This is an optimization exercise on Yosys and OpenROAD, whose aim is small area, not a production implementation.
Only simulation tests tie the RTL to the original design; equivalence was not proved.

==> 07-26 <==
==> flow/design.v <==
module dmm_wbit (
    input  logic q,
    input  logic h,
    input  logic wd,
    input  logic e,
    output logic d
);
    assign d = (q & h) | (wd & e);
endmodule
module dmm_rd3 (
    input  logic a0,
    input  logic s0,
    input  logic a1,
    input  logic s1,
    input  logic a2,
    input  logic s2,
    output logic y_n
);
    assign y_n = ~((a0 & s0) | (a1 & s1) | (a2 & s2));
endmodule
module dmm_and2 (
    input  logic a,
    input  logic b,
    output logic y
);
    assign y = a & b;
endmodule
module dmm_inv (
    input  logic a,
    output logic y
);
    assign y = ~a;
endmodule
module dmm_nand2 (
    input  logic a,
    input  logic b,
    output logic y
);
    assign y = ~(a & b);
endmodule
module dmm_nor2 (
    input  logic a,
    input  logic b,
    output logic y
);
    assign y = ~(a | b);
endmodule
module dmm_nand4 (
    input  logic a,
    input  logic b,
    input  logic c,
    input  logic d,
    output logic y
);
    assign y = ~(a & b & c & d);
endmodule
module dmem_mmio_responder (
    input  logic        clk,
    input  logic        rst,
    input  logic [15:0] addr,
    input  logic [15:0] wdata,
    input  logic        we,
    input  logic        re,
    output logic [15:0] rdata,
    output logic [15:0] tx_data,
    output logic        tx_valid,
    input  logic        tx_ready
);
    localparam int NW   = 256;
    localparam int NGRP = (NW + 2) / 3;    
    logic ram_rgn, io_blk, txd_sel, stat_sel, cyc_sel, none_sel;
    assign ram_rgn  = (addr[15:9] == 7'd0);
    assign io_blk   = (addr[15:3] == 13'h1FE0);            
    assign txd_sel  = io_blk & (addr[2:1] == 2'd0);
    assign stat_sel = io_blk & (addr[2:1] == 2'd1);
    assign cyc_sel  = io_blk & (addr[2:1] == 2'd2);
    assign none_sel = !ram_rgn & !txd_sel & !stat_sel & !cyc_sel;
    logic [15:0] lo_dec, hi_dec, lo_we;
    logic        we_ram;
    assign lo_dec = 16'd1 << addr[4:1];
    assign hi_dec = 16'd1 << addr[8:5];
    assign we_ram = we & ram_rgn;
    assign lo_we  = lo_dec & {16{we_ram}};
    logic [15:0] mem_rd [NGRP*3];    
    logic        mem_sel [NGRP*3];   
    for (genvar w = 0; w < NW; w++) begin : g_w
        logic        sel, e, h;
        logic [15:0] q, d;
        dmm_and2  u_sel (.a(lo_dec[w % 16]), .b(hi_dec[w / 16]), .y(sel));
        dmm_nand2 u_h   (.a(lo_we[w % 16]),  .b(hi_dec[w / 16]), .y(h));
        dmm_inv   u_e   (.a(h), .y(e));
        for (genvar b = 0; b < 16; b++) begin : g_b
            dmm_wbit u_wb (.q(q[b]), .h(h), .wd(wdata[b]), .e(e), .d(d[b]));
        end
        always_ff @(posedge clk) begin
            q <= d;
        end
        assign mem_rd[w]  = q;
        assign mem_sel[w] = sel;
    end
    for (genvar w = NW; w < NGRP*3; w++) begin : g_pad
        assign mem_rd[w]  = '0;
        assign mem_sel[w] = 1'b0;
    end
    logic [15:0] ram_word;
    for (genvar b = 0; b < 16; b++) begin : g_rb
        logic [NGRP-1:0] grp_n;
        for (genvar g = 0; g < NGRP; g++) begin : g_g
            if (3*g + 2 < NW) begin : g_full
                dmm_rd3 u_rd (
                    .a0(mem_rd[3*g][b]),   .s0(mem_sel[3*g]),
                    .a1(mem_rd[3*g+1][b]), .s1(mem_sel[3*g+1]),
                    .a2(mem_rd[3*g+2][b]), .s2(mem_sel[3*g+2]),
                    .y_n(grp_n[g])
                );
            end else begin : g_part
                assign grp_n[g] = !((mem_rd[3*g][b] & mem_sel[3*g]) |
                                    (mem_rd[3*g+1][b] & mem_sel[3*g+1]));
            end
        end
        localparam int N1 = (NGRP + 3) / 4;      
        localparam int N2 = (N1 + 1) / 2;        
        localparam int N3 = (N2 + 3) / 4;        
        logic [N1-1:0] l1;
        logic [N2-1:0] l2;
        logic [N3-1:0] l3;
        for (genvar i = 0; i < N1; i++) begin : g_l1
            if (4*i + 3 < NGRP) begin : g_full
                dmm_nand4 u (.a(grp_n[4*i]), .b(grp_n[4*i+1]), .c(grp_n[4*i+2]),
                             .d(grp_n[4*i+3]), .y(l1[i]));
            end else begin : g_part
                assign l1[i] = !(&grp_n[NGRP-1:4*i]);
            end
        end
        for (genvar i = 0; i < N2; i++) begin : g_l2
            if (2*i + 1 < N1) begin : g_full
                dmm_nor2 u (.a(l1[2*i]), .b(l1[2*i+1]), .y(l2[i]));
            end else begin : g_part
                assign l2[i] = !l1[2*i];
            end
        end
        for (genvar i = 0; i < N3; i++) begin : g_l3
            if (4*i + 3 < N2) begin : g_full
                dmm_nand4 u (.a(l2[4*i]), .b(l2[4*i+1]), .c(l2[4*i+2]), .d(l2[4*i+3]),
                             .y(l3[i]));
            end else begin : g_part
                assign l3[i] = !(&l2[N2-1:4*i]);
            end
        end
        assign ram_word[b] = |l3;
    end
    logic [15:0] buf_q [4];
    logic [1:0]  rd_ptr_q, wr_ptr_q;
    logic [2:0]  count_q;
    logic        full, empty, pop, push_req, push_ok;
    assign full     = count_q[2];
    assign empty    = (count_q == 3'd0);
    assign tx_valid = !empty;
    assign tx_data  = buf_q[rd_ptr_q];
    assign pop      = tx_valid & tx_ready;
    assign push_req = we & txd_sel;
    assign push_ok  = push_req & (!full | pop);
    for (genvar k = 0; k < 4; k++) begin : g_f
        logic        e, h;
        logic [15:0] d;
        assign e = push_ok & (wr_ptr_q == 2'(k));
        assign h = !e;
        for (genvar b = 0; b < 16; b++) begin : g_b
            dmm_wbit u_wb (.q(buf_q[k][b]), .h(h), .wd(wdata[b]), .e(e), .d(d[b]));
        end
        always_ff @(posedge clk) begin
            buf_q[k] <= d;
        end
    end
    logic        overflow_q, badaddr_q;
    logic [15:0] cyc_q;
    logic [15:0] stat_word;
    assign stat_word = {8'b0, 1'b0, count_q, badaddr_q, overflow_q, empty, full};
    always_ff @(posedge clk or posedge rst) begin
        if (rst) begin
            rd_ptr_q   <= '0;
            wr_ptr_q   <= '0;
            count_q    <= '0;
            overflow_q <= 1'b0;
            badaddr_q  <= 1'b0;
            cyc_q      <= '0;
        end else begin
            if (pop) rd_ptr_q <= rd_ptr_q + 2'd1;
            if (push_ok) wr_ptr_q <= wr_ptr_q + 2'd1;
            if (push_ok & !pop) count_q <= count_q + 3'd1;
            else if (pop & !push_ok) count_q <= count_q - 3'd1;
            overflow_q <= (push_req & !push_ok) |
                          (overflow_q & !(we & stat_sel & wdata[2]));
            badaddr_q  <= (none_sel & (we | re)) |
                          (badaddr_q & !(we & stat_sel & wdata[3]));
            cyc_q      <= (we & cyc_sel) ? wdata : cyc_q + 16'd1;
        end
    end
    always_comb begin
        rdata = '0;
        if (re) begin
            if (ram_rgn)       rdata = ram_word;
            else if (stat_sel) rdata = stat_word;
            else if (cyc_sel)  rdata = cyc_q;
        end
    end
endmodule
==> flow/flow/run.sh <==
#!/bin/bash
# Layout flow: the standard ORFS flow (standard.sh, standard synthesis
# unchanged) with two layout options changed:
#  - port buffers use sky130_fd_sc_hd__buf_2 instead of the resizer's default
#    pick (a slow delay buffer), so every port is still buffered;
#  - clock tree synthesis does not add dummy loads.
# Every ORFS step writes its full log under orfs/logs/; make's own output goes
# to flow_make.log in the work folder.
set -euo pipefail
cd "$(dirname "$0")/.."

export BUFFER_PORTS_ARGS="-buffer_cell sky130_fd_sc_hd__buf_2"
export CTS_ARGS="-sink_clustering_enable -repair_clock_nets -sink_clustering_size 25 -sink_clustering_max_diameter 80 -dont_use_dummy_load"

bash standard.sh > flow_make.log 2>&1
==> flow/standard.sh <==
#!/bin/bash
# synth_recipe.tcl (not shown) runs the flow's synth.tcl, then flattens the netlist and writes it again
# the make line also repeats each setting of config.mk as NAME=value (left out here)
make -C /OpenROAD-flow-scripts/flow DESIGN_CONFIG=/design/flow/config.mk WORK_HOME=/design/flow/orfs CLKGATE_MAP_FILE= SYNTH_SCRIPT=/design/flow/synth_recipe.tcl "${@:-finish}"
==> flow/config.mk <==
export PLATFORM = sky130hd
export DESIGN_NAME = dmem_mmio_responder
export DESIGN_NICKNAME = dmem_mmio_responder
export VERILOG_FILES = /design/flow/design.v
export SDC_FILE = /design/flow/constraint.sdc
export NUM_CORES = 4
export LEC_CHECK = 0
export CAP_MARGIN = 20
export CORE_MARGIN = 2
export CORE_UTILIZATION = 60
export CTS_CLUSTER_DIAMETER = 80
export CTS_CLUSTER_SIZE = 25
export PLACE_DENSITY = 0.7
export SETUP_SLACK_MARGIN = 0.2
export SLEW_MARGIN = 20
export SYNTH_HIERARCHICAL = 1
==> flow/constraint.sdc <==
create_clock -name core_clock -period 10.0 [get_ports {clk}]
set_input_delay 2.0000 -clock core_clock [delete_from_list [all_inputs] [get_ports {clk}]]
set_output_delay 2.0000 -clock core_clock [all_outputs]
set_load 0.01 [all_outputs]
==> 09-12: changes against 07-26 <==
==> flow/design.v, changed modules only <==
module dmem_mmio_responder (
    input  logic        clk,
    input  logic        rst,
    input  logic [15:0] addr,
    input  logic [15:0] wdata,
    input  logic        we,
    input  logic        re,
    output logic [15:0] rdata,
    output logic [15:0] tx_data,
    output logic        tx_valid,
    input  logic        tx_ready
);
    localparam int NW   = 256;
    localparam int NGRP = (NW + 2) / 3;    
    logic ram_rgn, io_blk, txd_sel, stat_sel, cyc_sel, none_sel;
    assign ram_rgn  = (addr[15:9] == 7'd0);
    assign io_blk   = (addr[15:3] == 13'h1FE0);            
    assign txd_sel  = io_blk & (addr[2:1] == 2'd0);
    assign stat_sel = io_blk & (addr[2:1] == 2'd1);
    assign cyc_sel  = io_blk & (addr[2:1] == 2'd2);
    assign none_sel = !ram_rgn & !txd_sel & !stat_sel & !cyc_sel;
    logic [15:0] lo_dec, hi_dec;
    logic        we_ram;
    assign lo_dec = 16'd1 << addr[4:1];
    assign hi_dec = 16'd1 << addr[8:5];
    assign we_ram = we & ram_rgn;
    logic [15:0] mem_rd [NGRP*3];    
    logic        mem_sel [NGRP*3];   
    for (genvar w = 0; w < NW; w++) begin : g_w
        logic        sel, e, h;
        logic [15:0] q, d;
        assign sel = lo_dec[w % 16] & hi_dec[w / 16];
        assign e   = sel & we_ram;
        assign h   = !e;
        for (genvar b = 0; b < 16; b++) begin : g_b
            dmm_wbit u_wb (.q(q[b]), .h(h), .wd(wdata[b]), .e(e), .d(d[b]));
        end
        always_ff @(posedge clk) begin
            q <= d;
        end
        assign mem_rd[w]  = q;
        assign mem_sel[w] = sel;
    end
    for (genvar w = NW; w < NGRP*3; w++) begin : g_pad
        assign mem_rd[w]  = '0;
        assign mem_sel[w] = 1'b0;
    end
    logic [15:0] ram_word;
    for (genvar b = 0; b < 16; b++) begin : g_rb
        logic [NGRP-1:0] grp_n;
        for (genvar g = 0; g < NGRP; g++) begin : g_g
            if (3*g + 2 < NW) begin : g_full
                dmm_rd3 u_rd (
                    .a0(mem_rd[3*g][b]),   .s0(mem_sel[3*g]),
                    .a1(mem_rd[3*g+1][b]), .s1(mem_sel[3*g+1]),
                    .a2(mem_rd[3*g+2][b]), .s2(mem_sel[3*g+2]),
                    .y_n(grp_n[g])
                );
            end else begin : g_part
                assign grp_n[g] = !((mem_rd[3*g][b] & mem_sel[3*g]) |
                                    (mem_rd[3*g+1][b] & mem_sel[3*g+1]));
            end
        end
        assign ram_word[b] = !(&grp_n);
    end
    logic [15:0] buf_q [4];
    logic [1:0]  rd_ptr_q, wr_ptr_q;
    logic [2:0]  count_q;
    logic        full, empty, pop, push_req, push_ok;
    assign full     = count_q[2];
    assign empty    = (count_q == 3'd0);
    assign tx_valid = !empty;
    assign tx_data  = buf_q[rd_ptr_q];
    assign pop      = tx_valid & tx_ready;
    assign push_req = we & txd_sel;
    assign push_ok  = push_req & (!full | pop);
    for (genvar k = 0; k < 4; k++) begin : g_f
        logic        e, h;
        logic [15:0] d;
        assign e = push_ok & (wr_ptr_q == 2'(k));
        assign h = !e;
        for (genvar b = 0; b < 16; b++) begin : g_b
            dmm_wbit u_wb (.q(buf_q[k][b]), .h(h), .wd(wdata[b]), .e(e), .d(d[b]));
        end
        always_ff @(posedge clk) begin
            buf_q[k] <= d;
        end
    end
    logic        overflow_q, badaddr_q;
    logic [15:0] cyc_q;
    logic [15:0] stat_word;
    assign stat_word = {8'b0, 1'b0, count_q, badaddr_q, overflow_q, empty, full};
    always_ff @(posedge clk or posedge rst) begin
        if (rst) begin
            rd_ptr_q   <= '0;
            wr_ptr_q   <= '0;
            count_q    <= '0;
            overflow_q <= 1'b0;
            badaddr_q  <= 1'b0;
            cyc_q      <= '0;
        end else begin
            if (pop) rd_ptr_q <= rd_ptr_q + 2'd1;
            if (push_ok) wr_ptr_q <= wr_ptr_q + 2'd1;
            if (push_ok & !pop) count_q <= count_q + 3'd1;
            else if (pop & !push_ok) count_q <= count_q - 3'd1;
            overflow_q <= (push_req & !push_ok) |
                          (overflow_q & !(we & stat_sel & wdata[2]));
            badaddr_q  <= (none_sel & (we | re)) |
                          (badaddr_q & !(we & stat_sel & wdata[3]));
            cyc_q      <= (we & cyc_sel) ? wdata : cyc_q + 16'd1;
        end
    end
    always_comb begin
        rdata = '0;
        if (re) begin
            if (ram_rgn)       rdata = ram_word;
            else if (stat_sel) rdata = stat_word;
            else if (cyc_sel)  rdata = cyc_q;
        end
    end
endmodule
// module dmm_and2 removed
// module dmm_inv removed
// module dmm_nand2 removed
// module dmm_nor2 removed
// module dmm_nand4 removed
==> flow/run.sh (new file) <==
#!/bin/bash
# synth_recipe.tcl (not shown) runs the flow's synth.tcl, then flattens the netlist and writes it again
# the make line also repeats each setting of config.mk as NAME=value (left out here)
make -C /OpenROAD-flow-scripts/flow DESIGN_CONFIG=/design/flow/config.mk WORK_HOME=/design/flow/orfs CLKGATE_MAP_FILE= SYNTH_SCRIPT=/design/flow/synth_recipe.tcl finish
--- a/flow/config.mk
+++ b/flow/config.mk
@@ -8,9 +8,6 @@
 export CAP_MARGIN = 20
 export CORE_MARGIN = 2
-export CORE_UTILIZATION = 60
-export CTS_CLUSTER_DIAMETER = 80
-export CTS_CLUSTER_SIZE = 25
-export PLACE_DENSITY = 0.7
-export SETUP_SLACK_MARGIN = 0.2
+export CORE_UTILIZATION = 45
+export PLACE_DENSITY = 0.6
 export SLEW_MARGIN = 20
 export SYNTH_HIERARCHICAL = 1
removed: flow/flow/run.sh
removed: flow/standard.sh
==> summary of the runs <==
09-12 produced a layout that fails on setup timing. 07-26 completed without violations.
Against 09-12, the sequential share of layout area of 07-26 is higher by 4.7 points.
Critical path depth is the same in 09-12 and 07-26.
In area after synthesis, 09-12 and 07-26 hardly differ.
First-iteration DRC count: 09-12 is higher than 07-26 (3.8%).
Between 07-26 and 09-12, the lower count of clock-buffer cells in the layout is in 07-26 (gap 434).
In 09-12 the die area is larger than in 07-26, by 33%.
Of 07-26 and 09-12, 09-12 has the higher wire length (gap about 12%, measured against 09-12).
Setup slack: 07-26 is better than 09-12 (0.43 ns).
Against 09-12, the non-clock buffer count of 07-26 is lower by 467.
Against 09-12, the synthesized cell count of 07-26 is lower by 0.29%.
Utilization: 07-26 is higher than 09-12 (11 points).

[what the ideal ports hide]
No port has a modelled driver above. Below, the same layouts with a new extraction and two added sets of constraints.
Step 1 (the two cells are an assumption about what drives the block):
set clk [get_ports {clk}]
set_driving_cell -lib_cell sky130_fd_sc_hd__clkbuf_16 $clk
set_driving_cell -lib_cell sky130_fd_sc_hd__buf_2 [delete_from_list [all_inputs] $clk]
Step 2 adds t to the input delays and takes it off the output delays; t is the mean of the earliest and latest rising clock arrival at the registers after step 1. Input paths then give back, and output paths get back, about the clock's delay inside the block.
a / b / c = ideal ports / drivers / drivers and shift; a / b = the first two.
run	shift t [ns]	slack for setup (ns)	hold WS [ns]	worst setup path after step 2	cell pins on the clock port's net
07-26	0.956	0.267 / 0.202 / 0.202	0.490 / 0.490 / 0.490	input to output	1
09-12	1.071	-0.159 / -0.192 / -0.192	0.483 / 0.483 / 0.483	input to output	1
For 07-26, which loses most, drivers alone change the setup slack by -0.065 ns; drivers and shift together by -0.065 ns.
